From an optimization exercise on the open Yosys and OpenROAD flow, aimed at small area, a short achievable clock period and few clock cycles per item; shortcuts taken in it are not production practice.
The RTL was checked by simulation tests, not by an equivalence proof against the original design.

Design aesTop, start of the top module:
module aesTop (
    input  logic        clk,
    input  logic        rstN,
    input  aesPkg::apbAddrT     paddr,
    input  logic        psel,
    input  logic        penable,
    input  logic        pwrite,
    input  aesPkg::wordT        pwdata,
    output aesPkg::wordT        prdata,
    output logic        pready,
    output logic        pslverr,
    output logic [20:0] segOut
);
For scale: roughly 5600 cells after synthesis, about 650 flip-flops, about 100 I/O pins.
make LEC_CHECK=0 CAP_MARGIN=20 CELL_PAD_IN_SITES_DETAIL_PLACEMENT=2 CELL_PAD_IN_SITES_GLOBAL_PLACEMENT=2 CORE_MARGIN=2 CORE_UTILIZATION=35 PLACE_DENSITY=0.45 SETUP_SLACK_MARGIN=1 SLEW_MARGIN=20 SYNTH_HIERARCHICAL=1 finish   # period 8.0 ns
run.sh (not shown) runs the stock make flow with config.mk's settings and CLKGATE_MAP_FILE= SYNTH_SCRIPT=/design/flow/synth_recipe.tcl, a recipe that flattens the netlist after the stock synthesis.
Testbench counts at the start, summed over its fixed seeds: cycles 10,368, blocks 384.
Edit:
- SETUP_SLACK_MARGIN: 1 -> 1.25
The changed run completed without violations.
Cell count is higher slightly.
Via count is higher slightly.
Area after synthesis is unchanged.
Core utilization is higher by 1.4 points.
Setup slack gains 0.28 ns.
Clock skew barely changes.
Hold slack stays flat.
Synthesized cell count does not change.

Another version of the RTL of aesTop (not shown whole).
Size in the first run: roughly 5600 cells after synthesis, roughly 650 flip-flops, ~100 I/O pins, about 0.053 sq mm of cells after synthesis.
export LEC_CHECK = 0
export CAP_MARGIN = 20
export CELL_PAD_IN_SITES_DETAIL_PLACEMENT = 1
export CELL_PAD_IN_SITES_GLOBAL_PLACEMENT = 1
export CORE_MARGIN = 2
export CORE_UTILIZATION = 45
export PLACE_DENSITY = 0.55
export SETUP_SLACK_MARGIN = 1
export SLEW_MARGIN = 20
export SYNTH_HIERARCHICAL = 1
create_clock -name core_clock -period 8.0 [get_ports {clk}]
Testbench counts at the start, summed over its fixed seeds: cycles 10,368, blocks 384.
Rerun with:
CELL_PAD_IN_SITES_DETAIL_PLACEMENT = 2   (was 1)
CELL_PAD_IN_SITES_GLOBAL_PLACEMENT = 2   (was 1)
CORE_UTILIZATION = 35   (was 45)
PLACE_DENSITY = 0.45   (was 0.55)
SETUP_SLACK_MARGIN = 1.5   (was 1)
What happened: The new run produced a clean layout; worst setup slack gets better by 0.50 ns; cell count grows by about 10%; non-clock buffer count grows by 218; clock-buffer cell count grows by 11; wire length grows by 15%; die area grows by 28%; final area grows by 13%; global-route usage shrinks by 3.8 points.
Rerun with:
CELL_PAD_IN_SITES_DETAIL_PLACEMENT = 1   (was 2)
CELL_PAD_IN_SITES_GLOBAL_PLACEMENT = 1   (was 2)
CORE_UTILIZATION = 55   (was 35)
PLACE_DENSITY = 0.65   (was 0.45)
SETUP_SLACK_MARGIN = 1   (was 1.5)
What happened:
- die area falls by 36%
- sequential share of layout area rises by 2.8 points
- hold slack improved by 0.0056 ns
- maximum frequency falls by 9.4%
- clock skew falls by 0.0040 ns
- synthesized area is unchanged
- cell area falls by 13%
- synthesized cell count stays the same
Rerun with:
CELL_PAD_IN_SITES_DETAIL_PLACEMENT = 2   (was 1)
CELL_PAD_IN_SITES_GLOBAL_PLACEMENT = 2   (was 1)
CORE_UTILIZATION = 35   (was 55)
PLACE_DENSITY = 0.45   (was 0.65)
Outcome:
- die area grows by 56%
- clock skew came out higher by 0.0056 ns
- first-iteration DRC count decreases by 44%
- non-clock buffer count climbs by 94
- synthesized area does not change
- final area grows by about 4%

Another version of the RTL of aesTop (not shown whole).
Size in the first run: about 5200 cells after synthesis, roughly 100 I/O pins, roughly 0.048 sq mm of cells after synthesis.
clock: 8.0 ns
lec_check: 0
cap_margin: 20
cell_pad_in_sites_detail_placement: 1
cell_pad_in_sites_global_placement: 1
core_margin: 2
core_utilization: 45
place_density: 0.55
setup_slack_margin: 1
slew_margin: 20
synth_hierarchical: 1
The starting point went through all stages and came out clean.
Testbench counts at the start, summed over its fixed seeds: cycles 10,368, blocks 384.
==> next run, changes <==
CORE_UTILIZATION = 55   (was 45)
CTS_CLUSTER_DIAMETER = 100   (was unset)
CTS_CLUSTER_SIZE = 20   (was unset)
PLACE_DENSITY = 0.65   (was 0.55)
The changed run completed with no timing, DRC or antenna violations.
Via count went up by 2.6%.
Wire length fell by 2.5%.
Die area drops by 18%.
Sequential share of layout area climbs by 0.92 points.
Final area goes down by 3.9%.
Global-route usage grows by 6.2 points.
Clock-buffer cell count falls by 57.
==> next run, changes <==
CAP_MARGIN = 5   (was 20)
CELL_PAD_IN_SITES_DETAIL_PLACEMENT = 2   (was 1)
CELL_PAD_IN_SITES_GLOBAL_PLACEMENT = 2   (was 1)
CORE_UTILIZATION = 35   (was 55)
CTS_CLUSTER_DIAMETER = unset   (was 100)
CTS_CLUSTER_SIZE = unset   (was 20)
PLACE_DENSITY = 0.45   (was 0.65)
SLEW_MARGIN = 5   (was 20)
Result: Sequential share of layout area went down by 1.5 points. Die area goes up by 56%.
==> next run, changes <==
CAP_MARGIN = 20   (was 5)
CTS_CLUSTER_DIAMETER = 80   (was unset)
CTS_CLUSTER_SIZE = 16   (was unset)
SLEW_MARGIN = 20   (was 5)
After rerunning: Setup slack is worse by 0.015 ns; register-to-register slack barely changes; sequential share of layout area rises by 0.42 points; clock skew is about the same; sequential cell count stays the same.
==> next run, changes <==
CTS_CLUSTER_DIAMETER = unset   (was 80)
CTS_CLUSTER_SIZE = unset   (was 16)
SETUP_SLACK_MARGIN = 1.3   (was 1)
Outcome: First-iteration DRC count climbs by roughly a tenth. Synthesized cell count does not change. Core utilization climbs by 3.1 points. Sequential cell count does not change. Critical path depth climbs by 17. Cell area climbs by a little under a tenth. Die area does not change. Worst setup slack gets better by 0.29 ns.

## port drivers added, routing unchanged
Ports are ideal in the flow. The routed layouts listed here were re-timed in OpenROAD.
Step 1 (the two cells are an assumption about what drives the block):
set clk [get_ports {clk}]
set_driving_cell -lib_cell sky130_fd_sc_hd__clkbuf_16 $clk
set_driving_cell -lib_cell sky130_fd_sc_hd__buf_2 [delete_from_list [all_inputs] $clk]
Step 2, shift: input delay + t, output delay - t, t = (earliest + latest rising clock arrival at the registers) / 2. This alone moves slack from input paths to output paths.
Slacks: no drivers / after step 1 / after step 2; pairs: no drivers / after step 1.
| run | t (ns) | slack for setup (ns) | worst setup path after step 2 | pins driven straight from the clock port |
|---|---|---|---|---|
| the first run of note 1 | 0.768 | 1.129 / 1.129 / 1.129 | register to register | 1 |
| the second run of note 1 | 0.768 | 1.410 / 1.410 / 1.410 | register to register | 1 |
| the first run of note 2 | 0.722 | 1.112 / 1.112 / 1.112 | register to register | 1 |
| the second run of note 2 | 0.736 | 1.615 / 1.615 / 1.615 | register to register | 1 |
| the third run of note 2 | 0.698 | 0.950 / 0.950 / 0.950 | register to register | 1 |
| the fourth run of note 2 | 0.736 | 1.282 / 1.282 / 1.282 | register to register | 1 |
| the first run of note 3 | 0.698 | 1.123 / 1.123 / 1.123 | register to register | 1 |
| the second run of note 3 | 0.668 | 1.086 / 1.086 / 1.086 | register to register | 1 |
| the third run of note 3 | 0.734 | 1.149 / 1.123 / 1.123 | input to output | 1 |
| the fourth run of note 3 | 0.730 | 1.134 / 1.108 / 1.108 | input to output | 1 |
| the fifth run of note 3 | 0.730 | 1.421 / 1.421 / 1.421 | register to register | 1 |
After both steps setup and hold are still met in every run listed.
